From an optimization exercise on the open Yosys and OpenROAD flow, aimed at small area, a short achievable clock period and few clock cycles per item; shortcuts taken in it are not production practice.
Function was checked by simulation only, so behaviour that the tests miss may differ from the original.
Power figures rest on the tool's default switching activity, not on a simulated workload.

==> umber: inputs <==
==> flow/design.v <==
`default_nettype none
module cache_top (
  input  wire          clk,
  input  wire          reset,
  input  wire          cachereq_val,
  output wire          cachereq_rdy,
  input  wire  [2:0]   cachereq_type,
  input  wire  [31:0]  cachereq_addr,
  input  wire  [31:0]  cachereq_data,
  output wire          cacheresp_val,
  input  wire          cacheresp_rdy,
  output wire  [2:0]   cacheresp_type,
  output wire  [31:0]  cacheresp_data,
  output wire          memreq_val,
  input  wire          memreq_rdy,
  output wire          memreq_type,
  output wire  [31:0]  memreq_addr,
  output wire  [127:0] memreq_data,
  input  wire          memresp_val,
  output wire          memresp_rdy,
  input  wire  [127:0] memresp_data
);
  localparam int N = 12;
  localparam logic [2:0] T_READ  = 3'd0;
  localparam logic [2:0] T_WRITE = 3'd1;
  localparam logic [2:0] T_INIT  = 3'd2;
  localparam logic [2:0] T_ADD   = 3'd3;
  localparam logic [2:0] T_AND   = 3'd4;
  localparam logic [2:0] T_OR    = 3'd5;
  localparam logic [1:0] M_IDLE    = 2'd0;
  localparam logic [1:0] M_RD_WAIT = 2'd1;
  localparam logic [1:0] M_WB_REQ  = 2'd2;
  localparam logic [1:0] M_WB_WAIT = 2'd3;
  logic [27:0]  tag_q   [N];
  logic [127:0] data_q  [N];
  logic [3:0]   age_q   [N];
  logic [N-1:0] valid_q;
  logic [N-1:0] dirty_q;
  logic         r_val;
  logic [2:0]   r_type;
  logic [27:0]  r_line;
  logic [1:0]   r_word;
  logic [31:0]  r_wdata;
  logic         r_hit;
  logic [N-1:0] r_sel;    
  logic [1:0]   m_state;
  logic         wb_need;
  logic [27:0]  wb_line;
  logic [127:0] wb_data;
  logic         s_val;      
  logic [2:0]   s_type;
  logic [27:0]  s_line;
  logic [1:0]   s_word;
  logic [31:0]  s_wdata;
  logic         w_val;      
  logic [N-1:0] w_sel;
  logic [1:0]   w_word;
  logic [2:0]   w_type;
  logic [31:0]  w_old;
  logic [31:0]  w_wdata;
  logic         q0_val, q1_val;
  logic         q1_val_d;
  logic         rdy_q;      
  logic         mv_q;
  logic         mt_q;
  logic [27:0]  ma_q;
  logic         mr_q;
  logic         r_val_d;
  logic         r_hit_d;
  logic [27:0]  r_line_d;
  logic         s_val_d;
  logic [1:0]   m_state_d;
  logic [2:0]   q0_type, q1_type;
  logic [31:0]  q0_data, q1_data;
  logic r_store;      
  logic r_amo;
  logic q_space;
  logic hit_done;     
  logic refill_now;   
  logic miss_done;    
  logic r_done;
  logic hit_wr;       
  logic r_free;
  logic load_r;
  logic to_skid;
  logic rd_fire;
  logic resp_pop;
  assign r_store    = (r_type == T_WRITE) || (r_type == T_INIT);
  assign r_amo      = (r_type == T_ADD) || (r_type == T_AND) || (r_type == T_OR);
  assign q_space    = !q1_val;
  assign hit_done   = r_val && r_hit && q_space;
  assign refill_now = (m_state == M_RD_WAIT) && memresp_val && q_space;
  assign miss_done  = refill_now && !r_amo;
  assign r_done     = hit_done || miss_done;
  assign hit_wr     = hit_done && (r_type != T_READ);
  assign cachereq_rdy = rdy_q;
  assign r_free       = !r_val || r_done;
  assign load_r       = r_free && (s_val || cachereq_val);
  assign to_skid      = cachereq_val && !s_val && !r_free;
  assign memreq_val  = mv_q;
  assign memreq_type = mt_q;
  assign memreq_addr = {ma_q, 4'b0000};
  assign memreq_data = wb_data;
  assign memresp_rdy = mr_q;
  assign rd_fire     = (m_state == M_IDLE) && r_val && !r_hit && memreq_rdy;
  assign cacheresp_val  = q0_val;
  assign cacheresp_type = q0_type;
  assign cacheresp_data = q0_data;
  assign resp_pop       = q0_val && cacheresp_rdy;
  logic [2:0]   in_type;
  logic [27:0]  in_line;
  logic [1:0]   in_word;
  logic [31:0]  in_wdata;
  logic [N-1:0] in_hv;
  assign in_type  = s_val ? s_type  : cachereq_type;
  assign in_line  = s_val ? s_line  : cachereq_addr[31:4];
  assign in_word  = s_val ? s_word  : cachereq_addr[3:2];
  assign in_wdata = s_val ? s_wdata : cachereq_data;
  always_comb begin
    for (int e = 0; e < N; e++) begin
      if (refill_now && r_sel[e]) in_hv[e] = (in_line == r_line);
      else                         in_hv[e] = valid_q[e] && (tag_q[e] == in_line);
    end
  end
  logic [127:0] line_rd;
  logic [31:0]  old_word;
  logic [31:0]  new_word;
  logic [N-1:0] vict_d;
  logic         touch_any;
  logic [3:0]   touch_age;
  logic [3:0]   age_d [N];
  logic [27:0]  sel_line;
  logic         sel_dirty;
  always_comb begin
    line_rd   = '0;
    sel_line  = '0;
    sel_dirty = 1'b0;
    for (int e = 0; e < N; e++) begin
      if (r_sel[e]) begin
        line_rd   = line_rd | data_q[e];
        sel_line  = sel_line | tag_q[e];
        sel_dirty = sel_dirty | (valid_q[e] && dirty_q[e]);
      end
    end
  end
  always_comb begin
    case (w_type)
      T_ADD:   new_word = w_old + w_wdata;
      T_AND:   new_word = w_old & w_wdata;
      T_OR:    new_word = w_old | w_wdata;
      default: new_word = w_wdata;
    endcase
  end
  assign old_word = (w_val && (|(w_sel & r_sel)) && (w_word == r_word)) ? new_word
                                                                       : line_rd[r_word*32 +: 32];
  always_ff @(posedge clk) begin
    if (reset) begin
      w_val <= 1'b0;
    end else begin
      w_val <= hit_wr;
    end
  end
  always_ff @(posedge clk) begin
    if (hit_wr) begin
      w_sel   <= r_sel;
      w_word  <= r_word;
      w_type  <= r_type;
      w_old   <= old_word;
      w_wdata <= r_wdata;
    end
  end
  assign touch_any = hit_done || refill_now;
  always_comb begin
    touch_age = '0;
    for (int e = 0; e < N; e++) begin
      if (r_sel[e]) touch_age = touch_age | age_q[e];
    end
    for (int e = 0; e < N; e++) begin
      age_d[e] = age_q[e];
      if (touch_any) begin
        if (r_sel[e])                     age_d[e] = 4'(N - 1);
        else if (age_q[e] > touch_age)    age_d[e] = age_q[e] - 4'd1;
      end
      vict_d[e] = (age_d[e] == 4'd0);
    end
  end
  always_comb begin
    if (reset)        r_val_d = 1'b0;
    else if (load_r)  r_val_d = 1'b1;
    else if (r_done)  r_val_d = 1'b0;
    else              r_val_d = r_val;
    if (reset)        s_val_d = 1'b0;
    else if (to_skid) s_val_d = 1'b1;
    else if (r_free)  s_val_d = 1'b0;
    else              s_val_d = s_val;
    if (load_r)          r_hit_d = |in_hv;
    else if (refill_now) r_hit_d = 1'b1;
    else                 r_hit_d = r_hit;
    r_line_d = load_r ? in_line : r_line;
  end
  always_ff @(posedge clk) begin
    r_val <= r_val_d;
    s_val <= s_val_d;
    rdy_q <= !s_val_d;
  end
  always_ff @(posedge clk) begin
    if (to_skid) begin
      s_type  <= cachereq_type;
      s_line  <= cachereq_addr[31:4];
      s_word  <= cachereq_addr[3:2];
      s_wdata <= cachereq_data;
    end
  end
  always_ff @(posedge clk) begin
    if (load_r) begin
      r_type  <= in_type;
      r_line  <= in_line;
      r_word  <= in_word;
      r_wdata <= in_wdata;
      r_sel   <= (|in_hv) ? in_hv : vict_d;
    end
    r_hit <= r_hit_d;
  end
  always_comb begin
    m_state_d = m_state;
    case (m_state)
      M_IDLE:    if (rd_fire) m_state_d = M_RD_WAIT;
      M_RD_WAIT: if (refill_now) m_state_d = wb_need ? M_WB_REQ : M_IDLE;
      M_WB_REQ:  if (memreq_rdy) m_state_d = M_WB_WAIT;
      M_WB_WAIT: if (memresp_val) m_state_d = M_IDLE;
      default:   m_state_d = M_IDLE;
    endcase
    if (reset) m_state_d = M_IDLE;
  end
  always_ff @(posedge clk) begin
    m_state <= m_state_d;
    if (reset) begin
      wb_need <= 1'b0;
    end else if (rd_fire) begin
      wb_need <= sel_dirty;
    end
    mv_q <= ((m_state_d == M_IDLE) && r_val_d && !r_hit_d) || (m_state_d == M_WB_REQ);
    mt_q <= (m_state_d == M_WB_REQ);
    ma_q <= (m_state_d == M_WB_REQ) ? wb_line : r_line_d;
    mr_q <= ((m_state_d == M_RD_WAIT) && !q1_val_d) || (m_state_d == M_WB_WAIT);
  end
  always_ff @(posedge clk) begin
    if (rd_fire) begin
      wb_line <= sel_line;
      wb_data <= line_rd;
    end
  end
  logic [31:0] wd [4];
  always_comb begin
    for (int w = 0; w < 4; w++) begin
      if (refill_now) wd[w] = (r_store && (r_word == w)) ? r_wdata : memresp_data[w*32 +: 32];
      else            wd[w] = new_word;
    end
  end
  for (genvar e = 0; e < N; e++) begin : g_line
    logic wr_fill;
    assign wr_fill = refill_now && r_sel[e];
    for (genvar w = 0; w < 4; w++) begin : g_word
      always_ff @(posedge clk) begin
        if ((refill_now && r_sel[e]) || (w_val && w_sel[e] && (w_word == w))) begin
          data_q[e][w*32 +: 32] <= wd[w];
        end
      end
    end
    always_ff @(posedge clk) begin
      if (wr_fill) begin
        tag_q[e] <= r_line;
      end
    end
    always_ff @(posedge clk) begin
      if (reset) begin
        valid_q[e] <= 1'b0;
      end else if (wr_fill) begin
        valid_q[e] <= 1'b1;
      end
    end
    always_ff @(posedge clk) begin
      if (wr_fill) begin
        dirty_q[e] <= r_store;
      end else if (hit_wr && r_sel[e]) begin
        dirty_q[e] <= 1'b1;
      end
    end
    always_ff @(posedge clk) begin
      if (reset) begin
        age_q[e] <= 4'(e);
      end else begin
        age_q[e] <= age_d[e];
      end
    end
  end
  logic [2:0]  push_type;
  logic [31:0] push_data;
  assign push_type = r_type;
  always_comb begin
    if (r_store)       push_data = 32'd0;
    else if (hit_done) push_data = old_word;
    else               push_data = memresp_data[r_word*32 +: 32];
  end
  always_comb begin
    q1_val_d = q1_val;
    if (!q0_val || resp_pop) begin
      if (q1_val) q1_val_d = r_done;
    end else if (r_done) begin
      q1_val_d = 1'b1;
    end
    if (reset) q1_val_d = 1'b0;
  end
  always_ff @(posedge clk) begin
    q1_val <= q1_val_d;
    if (reset) begin
      q0_val <= 1'b0;
    end else if (!q0_val || resp_pop) begin
      q0_val <= q1_val || r_done;
    end
  end
  always_ff @(posedge clk) begin
    if (!q0_val || resp_pop) begin
      if (q1_val) begin
        q0_type <= q1_type;
        q0_data <= q1_data;
      end else begin
        q0_type <= push_type;
        q0_data <= push_data;
      end
    end
    if (r_done && ((q0_val && !resp_pop) || q1_val)) begin
      q1_type <= push_type;
      q1_data <= push_data;
    end
  end
endmodule
`default_nettype wire
==> flow/run.sh <==
#!/bin/bash
# synth_recipe.tcl (not shown) runs the flow's synth.tcl, then flattens the netlist and writes it again
# the make line also repeats each setting of config.mk as NAME=value (left out here)
make -C /OpenROAD-flow-scripts/flow DESIGN_CONFIG=/design/flow/config.mk WORK_HOME=/design/flow/orfs CLKGATE_MAP_FILE= SYNTH_SCRIPT=/design/flow/synth_recipe.tcl finish
==> flow/config.mk <==
export PLATFORM = sky130hd
export DESIGN_NAME = cache_top
export DESIGN_NICKNAME = cache_top
export VERILOG_FILES = /design/flow/design.v
export SDC_FILE = /design/flow/constraint.sdc
export NUM_CORES = 4
export LEC_CHECK = 0
export ABC_CLOCK_PERIOD_IN_PS = 3500
export CAP_MARGIN = 20
export CORE_MARGIN = 2
export CORE_UTILIZATION = 50
export PLACE_DENSITY = 0.6
export SETUP_SLACK_MARGIN = 4.0
export SLEW_MARGIN = 20
==> flow/constraint.sdc <==
create_clock -name core_clock -period 7.5 [get_ports {clk}]
set_input_delay 1.5000 -clock core_clock [delete_from_list [all_inputs] [get_ports {clk}]]
set_output_delay 1.5000 -clock core_clock [all_outputs]
set_load 0.01 [all_outputs]
==> inputs of lagoon, as changes to umber <==
==> flow/design.v, changed modules only <==
module cache_top (
  input  wire          clk,
  input  wire          reset,
  input  wire          cachereq_val,
  output wire          cachereq_rdy,
  input  wire  [2:0]   cachereq_type,
  input  wire  [31:0]  cachereq_addr,
  input  wire  [31:0]  cachereq_data,
  output wire          cacheresp_val,
  input  wire          cacheresp_rdy,
  output wire  [2:0]   cacheresp_type,
  output wire  [31:0]  cacheresp_data,
  output wire          memreq_val,
  input  wire          memreq_rdy,
  output wire          memreq_type,
  output wire  [31:0]  memreq_addr,
  output wire  [127:0] memreq_data,
  input  wire          memresp_val,
  output wire          memresp_rdy,
  input  wire  [127:0] memresp_data
);
  localparam int N = 10;
  localparam logic [2:0] T_READ  = 3'd0;
  localparam logic [2:0] T_WRITE = 3'd1;
  localparam logic [2:0] T_INIT  = 3'd2;
  localparam logic [2:0] T_ADD   = 3'd3;
  localparam logic [2:0] T_AND   = 3'd4;
  localparam logic [2:0] T_OR    = 3'd5;
  localparam logic [1:0] M_IDLE    = 2'd0;
  localparam logic [1:0] M_RD_WAIT = 2'd1;
  localparam logic [1:0] M_WB_REQ  = 2'd2;
  localparam logic [1:0] M_WB_WAIT = 2'd3;
  logic [27:0]  tag_q   [N];
  logic [127:0] data_q  [N];
  logic [2:0]   rr_q    [N];    
  logic [N-1:0] valid_q;
  logic [N-1:0] dirty_q;
  logic         r_val;
  logic [2:0]   r_type;
  logic [27:0]  r_line;
  logic [3:0]   r_wsel;     
  logic [31:0]  r_wdata;
  logic         r_hit;
  logic [N-1:0] r_sel;    
  logic [1:0]   m_state;
  logic         wb_need;
  logic [27:0]  wb_line;
  logic [127:0] wb_data;
  logic         s_val;      
  logic [2:0]   s_type;
  logic [27:0]  s_line;
  logic [1:0]   s_word;
  logic [31:0]  s_wdata;
  logic         w_val;      
  logic [N-1:0] w_sel;
  logic [3:0]   w_wsel;
  logic [2:0]   w_type;
  logic [31:0]  w_old;
  logic [31:0]  w_wdata;
  logic         x_val;      
  logic [N-1:0] x_sel;
  logic [3:0]   x_wsel;
  logic [31:0]  x_new;
  logic         q0_val, q1_val;
  logic         q1_val_d;
  logic         rdy_q;      
  logic         mv_q;
  logic         mt_q;
  logic [27:0]  ma_q;
  logic         mr_q;
  logic         r_val_d;
  logic         r_hit_d;
  logic [27:0]  r_line_d;
  logic         s_val_d;
  logic [1:0]   m_state_d;
  logic [N-1:0] miss_sel_d;
  logic         pend_d;
  logic [2:0]   q0_type, q1_type;
  logic [31:0]  q0_data, q1_data;
  logic r_store;      
  logic r_amo;
  logic q_space;
  logic hit_done;     
  logic refill_now;   
  logic miss_done;    
  logic r_done;
  logic hit_wr;       
  logic w_load;
  logic r_free;
  logic load_r;
  logic to_skid;
  logic rd_fire;
  logic resp_pop;
  assign r_store    = (r_type == T_WRITE) || (r_type == T_INIT);
  assign r_amo      = (r_type == T_ADD) || (r_type == T_AND) || (r_type == T_OR);
  assign q_space    = !q1_val;
  assign hit_done   = r_val && r_hit && q_space && !w_add_stall;
  assign refill_now = (m_state == M_RD_WAIT) && memresp_val && mr_q;
  assign miss_done  = refill_now;
  assign r_done     = hit_done || miss_done;
  assign hit_wr     = hit_done && (r_type != T_READ);
  assign w_load     = hit_wr || (refill_now && r_amo);
  assign cachereq_rdy = rdy_q;
  assign r_free       = !r_val || r_done;
  assign load_r       = r_free && (s_val || cachereq_val);
  assign to_skid      = cachereq_val && !s_val && !r_free;
  assign memreq_val  = mv_q;
  assign memreq_type = mt_q;
  assign memreq_addr = {ma_q, 4'b0000};
  assign memreq_data = wb_data;
  assign memresp_rdy = mr_q;
  assign rd_fire     = (m_state == M_IDLE) && mv_q && memreq_rdy;
  assign cacheresp_val  = q0_val;
  assign cacheresp_type = q0_type;
  assign cacheresp_data = q0_data;
  assign resp_pop       = q0_val && cacheresp_rdy;
  logic [2:0]   in_type;
  logic [27:0]  in_line;
  logic [1:0]   in_word;
  logic [31:0]  in_wdata;
  logic [N-1:0] in_hv;
  assign in_type  = s_val ? s_type  : cachereq_type;
  assign in_line  = s_val ? s_line  : cachereq_addr[31:4];
  assign in_word  = s_val ? s_word  : cachereq_addr[3:2];
  assign in_wdata = s_val ? s_wdata : cachereq_data;
  always_comb begin
    for (int e = 0; e < N; e++) begin
      if (refill_now && r_sel[e]) in_hv[e] = (in_line == r_line);
      else                         in_hv[e] = valid_q[e] && (tag_q[e] == in_line);
    end
  end
  logic [127:0] line_rd;
  logic [31:0]  old_word;
  logic [31:0]  new_word;
  logic [N-1:0] vict;
  logic         has7;
  logic [27:0]  sel_line;
  logic         sel_dirty;
  always_comb begin
    line_rd   = '0;
    sel_line  = '0;
    sel_dirty = 1'b0;
    for (int e = 0; e < N; e++) begin
      if (r_sel[e]) begin
        line_rd   = line_rd | data_q[e];
        sel_line  = sel_line | tag_q[e];
        sel_dirty = sel_dirty | (valid_q[e] && dirty_q[e]);
      end
    end
  end
  always_comb begin
    case (w_type)
      T_ADD:   new_word = w_old + w_wdata;
      T_AND:   new_word = w_old & w_wdata;
      T_OR:    new_word = w_old | w_wdata;
      default: new_word = w_wdata;
    endcase
  end
  logic [31:0] line_word;
  logic [31:0] mem_word;
  logic [31:0] w_logic;
  logic        byp_w;
  logic        byp_x;
  logic        w_add_stall;
  always_comb begin
    line_word = '0;
    mem_word  = '0;
    for (int w = 0; w < 4; w++) begin
      if (r_wsel[w]) begin
        line_word = line_word | line_rd[w*32 +: 32];
        mem_word  = mem_word | memresp_data[w*32 +: 32];
      end
    end
  end
  always_comb begin
    case (w_type)
      T_AND:   w_logic = w_old & w_wdata;
      T_OR:    w_logic = w_old | w_wdata;
      default: w_logic = w_wdata;
    endcase
  end
  assign byp_w       = w_val && (|(w_sel & r_sel)) && (|(w_wsel & r_wsel));
  assign byp_x       = x_val && (|(x_sel & r_sel)) && (|(x_wsel & r_wsel));
  assign w_add_stall = byp_w && (w_type == T_ADD);
  assign old_word    = byp_w ? w_logic : (byp_x ? x_new : line_word);
  always_ff @(posedge clk) begin
    if (reset) begin
      x_val <= 1'b0;
    end else begin
      x_val <= w_val;
    end
  end
  always_ff @(posedge clk) begin
    if (w_val) begin
      x_sel  <= w_sel;
      x_wsel <= w_wsel;
      x_new  <= new_word;
    end
  end
  always_ff @(posedge clk) begin
    if (reset) begin
      w_val <= 1'b0;
    end else begin
      w_val <= w_load;
    end
  end
  always_ff @(posedge clk) begin
    if (w_load) begin
      w_sel   <= r_sel;
      w_wsel  <= r_wsel;
      w_type  <= r_type;
      w_old   <= hit_done ? old_word : mem_word;
      w_wdata <= r_wdata;
    end
  end
  always_comb begin
    logic [N-1:0] c2, c1, c0;
    logic         m2, m1, m0;
    logic         seen;
    has7 = 1'b0;
    for (int e = 0; e < N; e++) has7 = has7 | (rr_q[e] == 3'd7);
    m2 = 1'b0;
    for (int e = 0; e < N; e++) m2 = m2 | (!r_sel[e] && rr_q[e][2]);
    for (int e = 0; e < N; e++) c2[e] = !r_sel[e] && (rr_q[e][2] || !m2);
    m1 = 1'b0;
    for (int e = 0; e < N; e++) m1 = m1 | (c2[e] && rr_q[e][1]);
    for (int e = 0; e < N; e++) c1[e] = c2[e] && (rr_q[e][1] || !m1);
    m0 = 1'b0;
    for (int e = 0; e < N; e++) m0 = m0 | (c1[e] && rr_q[e][0]);
    for (int e = 0; e < N; e++) c0[e] = c1[e] && (rr_q[e][0] || !m0);
    seen = 1'b0;
    for (int e = 0; e < N; e++) begin
      vict[e] = c0[e] && !seen;
      seen    = seen | c0[e];
    end
  end
  always_comb begin
    if (reset)        r_val_d = 1'b0;
    else if (load_r)  r_val_d = 1'b1;
    else if (r_done)  r_val_d = 1'b0;
    else              r_val_d = r_val;
    if (reset)        s_val_d = 1'b0;
    else if (to_skid) s_val_d = 1'b1;
    else if (r_free)  s_val_d = 1'b0;
    else              s_val_d = s_val;
    r_hit_d = load_r ? (|in_hv) : r_hit;
    miss_sel_d = load_r ? vict : r_sel;
    pend_d     = (w_load && (|(r_sel & miss_sel_d))) || (w_val && (|(w_sel & miss_sel_d)));
    r_line_d = load_r ? in_line : r_line;
  end
  always_ff @(posedge clk) begin
    r_val <= r_val_d;
    s_val <= s_val_d;
    rdy_q <= !s_val_d;
  end
  always_ff @(posedge clk) begin
    if (to_skid) begin
      s_type  <= cachereq_type;
      s_line  <= cachereq_addr[31:4];
      s_word  <= cachereq_addr[3:2];
      s_wdata <= cachereq_data;
    end
  end
  always_ff @(posedge clk) begin
    if (load_r) begin
      r_type  <= in_type;
      r_line  <= in_line;
      r_wsel  <= 4'b0001 << in_word;
      r_wdata <= in_wdata;
      r_sel   <= (|in_hv) ? in_hv : vict;
    end
    if (reset) begin
      r_sel <= '0;
    end
    r_hit <= r_hit_d;
  end
  always_comb begin
    m_state_d = m_state;
    case (m_state)
      M_IDLE:    if (rd_fire) m_state_d = M_RD_WAIT;
      M_RD_WAIT: if (refill_now) m_state_d = wb_need ? M_WB_REQ : M_IDLE;
      M_WB_REQ:  if (memreq_rdy) m_state_d = M_WB_WAIT;
      M_WB_WAIT: if (memresp_val) m_state_d = M_IDLE;
      default:   m_state_d = M_IDLE;
    endcase
    if (reset) m_state_d = M_IDLE;
  end
  always_ff @(posedge clk) begin
    m_state <= m_state_d;
    if (reset) begin
      wb_need <= 1'b0;
    end else if (rd_fire) begin
      wb_need <= sel_dirty;
    end
    mv_q <= ((m_state_d == M_IDLE) && r_val_d && !r_hit_d && !pend_d) ||
            (m_state_d == M_WB_REQ);
    mt_q <= (m_state_d == M_WB_REQ);
    ma_q <= (m_state_d == M_WB_REQ) ? wb_line : r_line_d;
    mr_q <= ((m_state_d == M_RD_WAIT) && !q1_val_d && !w_val) || (m_state_d == M_WB_WAIT);
  end
  always_ff @(posedge clk) begin
    if (rd_fire) begin
      wb_line <= sel_line;
      wb_data <= line_rd;
    end
  end
  logic [31:0] wd [4];
  always_comb begin
    for (int w = 0; w < 4; w++) begin
      if (refill_now) wd[w] = (r_store && r_wsel[w]) ? r_wdata : memresp_data[w*32 +: 32];
      else            wd[w] = x_new;
    end
  end
  for (genvar e = 0; e < N; e++) begin : g_line
    logic wr_fill;
    assign wr_fill = refill_now && r_sel[e];
    for (genvar w = 0; w < 4; w++) begin : g_word
      always_ff @(posedge clk) begin
        if ((refill_now && r_sel[e]) || (x_val && x_sel[e] && x_wsel[w])) begin
          data_q[e][w*32 +: 32] <= wd[w];
        end
      end
    end
    always_ff @(posedge clk) begin
      if (wr_fill) begin
        tag_q[e] <= r_line;
      end
    end
    always_ff @(posedge clk) begin
      if (reset) begin
        valid_q[e] <= 1'b0;
      end else if (wr_fill) begin
        valid_q[e] <= 1'b1;
      end
    end
    always_ff @(posedge clk) begin
      if (wr_fill) begin
        dirty_q[e] <= (r_type != T_READ);
      end else if (hit_wr && r_sel[e]) begin
        dirty_q[e] <= 1'b1;
      end
    end
    always_ff @(posedge clk) begin
      if (reset) begin
        rr_q[e] <= 3'd7;
      end else if (refill_now && r_sel[e]) begin
        rr_q[e] <= 3'd6;
      end else if (hit_done && r_sel[e]) begin
        rr_q[e] <= 3'd0;
      end else if (refill_now && !has7) begin
        rr_q[e] <= rr_q[e] + 3'd1;
      end
    end
  end
  logic [2:0]  push_type;
  logic [31:0] push_data;
  assign push_type = r_type;
  always_comb begin
    if (r_store)       push_data = 32'd0;
    else if (hit_done) push_data = old_word;
    else               push_data = mem_word;
  end
  always_comb begin
    q1_val_d = q1_val;
    if (!q0_val || resp_pop) begin
      if (q1_val) q1_val_d = r_done;
    end else if (r_done) begin
      q1_val_d = 1'b1;
    end
    if (reset) q1_val_d = 1'b0;
  end
  always_ff @(posedge clk) begin
    q1_val <= q1_val_d;
    if (reset) begin
      q0_val <= 1'b0;
    end else if (!q0_val || resp_pop) begin
      q0_val <= q1_val || r_done;
    end
  end
  always_ff @(posedge clk) begin
    if (!q0_val || resp_pop) begin
      if (q1_val) begin
        q0_type <= q1_type;
        q0_data <= q1_data;
      end else begin
        q0_type <= push_type;
        q0_data <= push_data;
      end
    end
    if (r_done && ((q0_val && !resp_pop) || q1_val)) begin
      q1_type <= push_type;
      q1_data <= push_data;
    end
  end
endmodule
ABC_CLOCK_PERIOD_IN_PS = 3200   (was 3500)
SETUP_SLACK_MARGIN = 4.2   (was 4.0)
==> comparison table <==
Outcome: umber no timing/DRC/antenna violations; lagoon no timing/DRC/antenna violations
Non-clock inverter count in the final layout: umber 144; lagoon 107
Combinational group share of total power: umber 10.7%; lagoon 17.2%
RePlAce Congestion: umber 0.986; lagoon 1.02
Adder-cell share of the synthesized area: umber 1.56%; lagoon 1.22%
Post-layout total power: umber 31.9 mW; lagoon 29.9 mW
Number of buffers other than clock buffers in the final layout: umber 1082; lagoon 1117
Crit-path max FO: umber 7; lagoon 2
Register cell area after layout: umber 71800 um^2; lagoon 63300 um^2
F_max: umber 0.273 GHz; lagoon 0.277 GHz
Initial Utilization: umber 50.4%; lagoon 50.4%
Sequential share of cell area: umber 56.9%; lagoon 56.3%
Sequential cell area fraction in the yosys report: umber 71.3%; lagoon 72.1%
Largest net degree at the start of global routing: umber 120; lagoon 83
Library cells used by synthesis: umber 85; lagoon 89
Worst Max-Slew Pin Slew: umber 1.20 ns; lagoon 1.12 ns
Area share of the leading cell type in the synthesized netlist: umber 68.8%; lagoon 69.4%
Global-route track usage on met3: umber 7.82%; lagoon 10.7%
Routed length on met1: umber 137000 um; lagoon 127000 um
Synth-to-Final Area Change: umber 25.4%; lagoon 28.2%
Arrival time reported for the critical path endpoint: umber 4.30 ns; lagoon 4.19 ns
Filler cell count in the final layout: umber 14536; lagoon 12462
Power per Cell Area: umber 253 nW/um^2; lagoon 266 nW/um^2
Count of clock-net buffers in the final layout: umber 352; lagoon 272
Endpoint of the most critical register-to-register path: umber q0_data[22]; lagoon x_new[30]
Testbench counts of umber, summed over its fixed seeds: cycles 16,774, requests 12,000.
Testbench counts of lagoon, summed over its fixed seeds: cycles 15,729, requests 12,000.

==> port drivers added, routing unchanged <==
The flow's constraints put no driver on any port. The routed layouts listed below were extracted and timed again, unchanged, in two steps.
Step 1: set_driving_cell puts a clkbuf_16 on clk and a buf_2 on each other input, an assumption about the parent block.
Step 2 times the ports against the registers' clock, not the clock port: input delays grow and output delays shrink by t, the midpoint of the rising clock arrivals with the driver on.
Slacks: ideal / step 1 / step 2; pairs: ideal / step 1.
run	t (ns)	setup WS [ns]	worst setup path at the end	pins driven straight from the clock port
umber	1.002	3.843 / 3.843 / 2.921	input to register	1
lagoon	0.964	3.894 / 3.894 / 3.041	input to register	1
After both steps every run listed still meets setup and hold. For umber, which loses most, drivers alone change the setup slack by 0.000 ns; drivers and shift together by -0.922 ns.
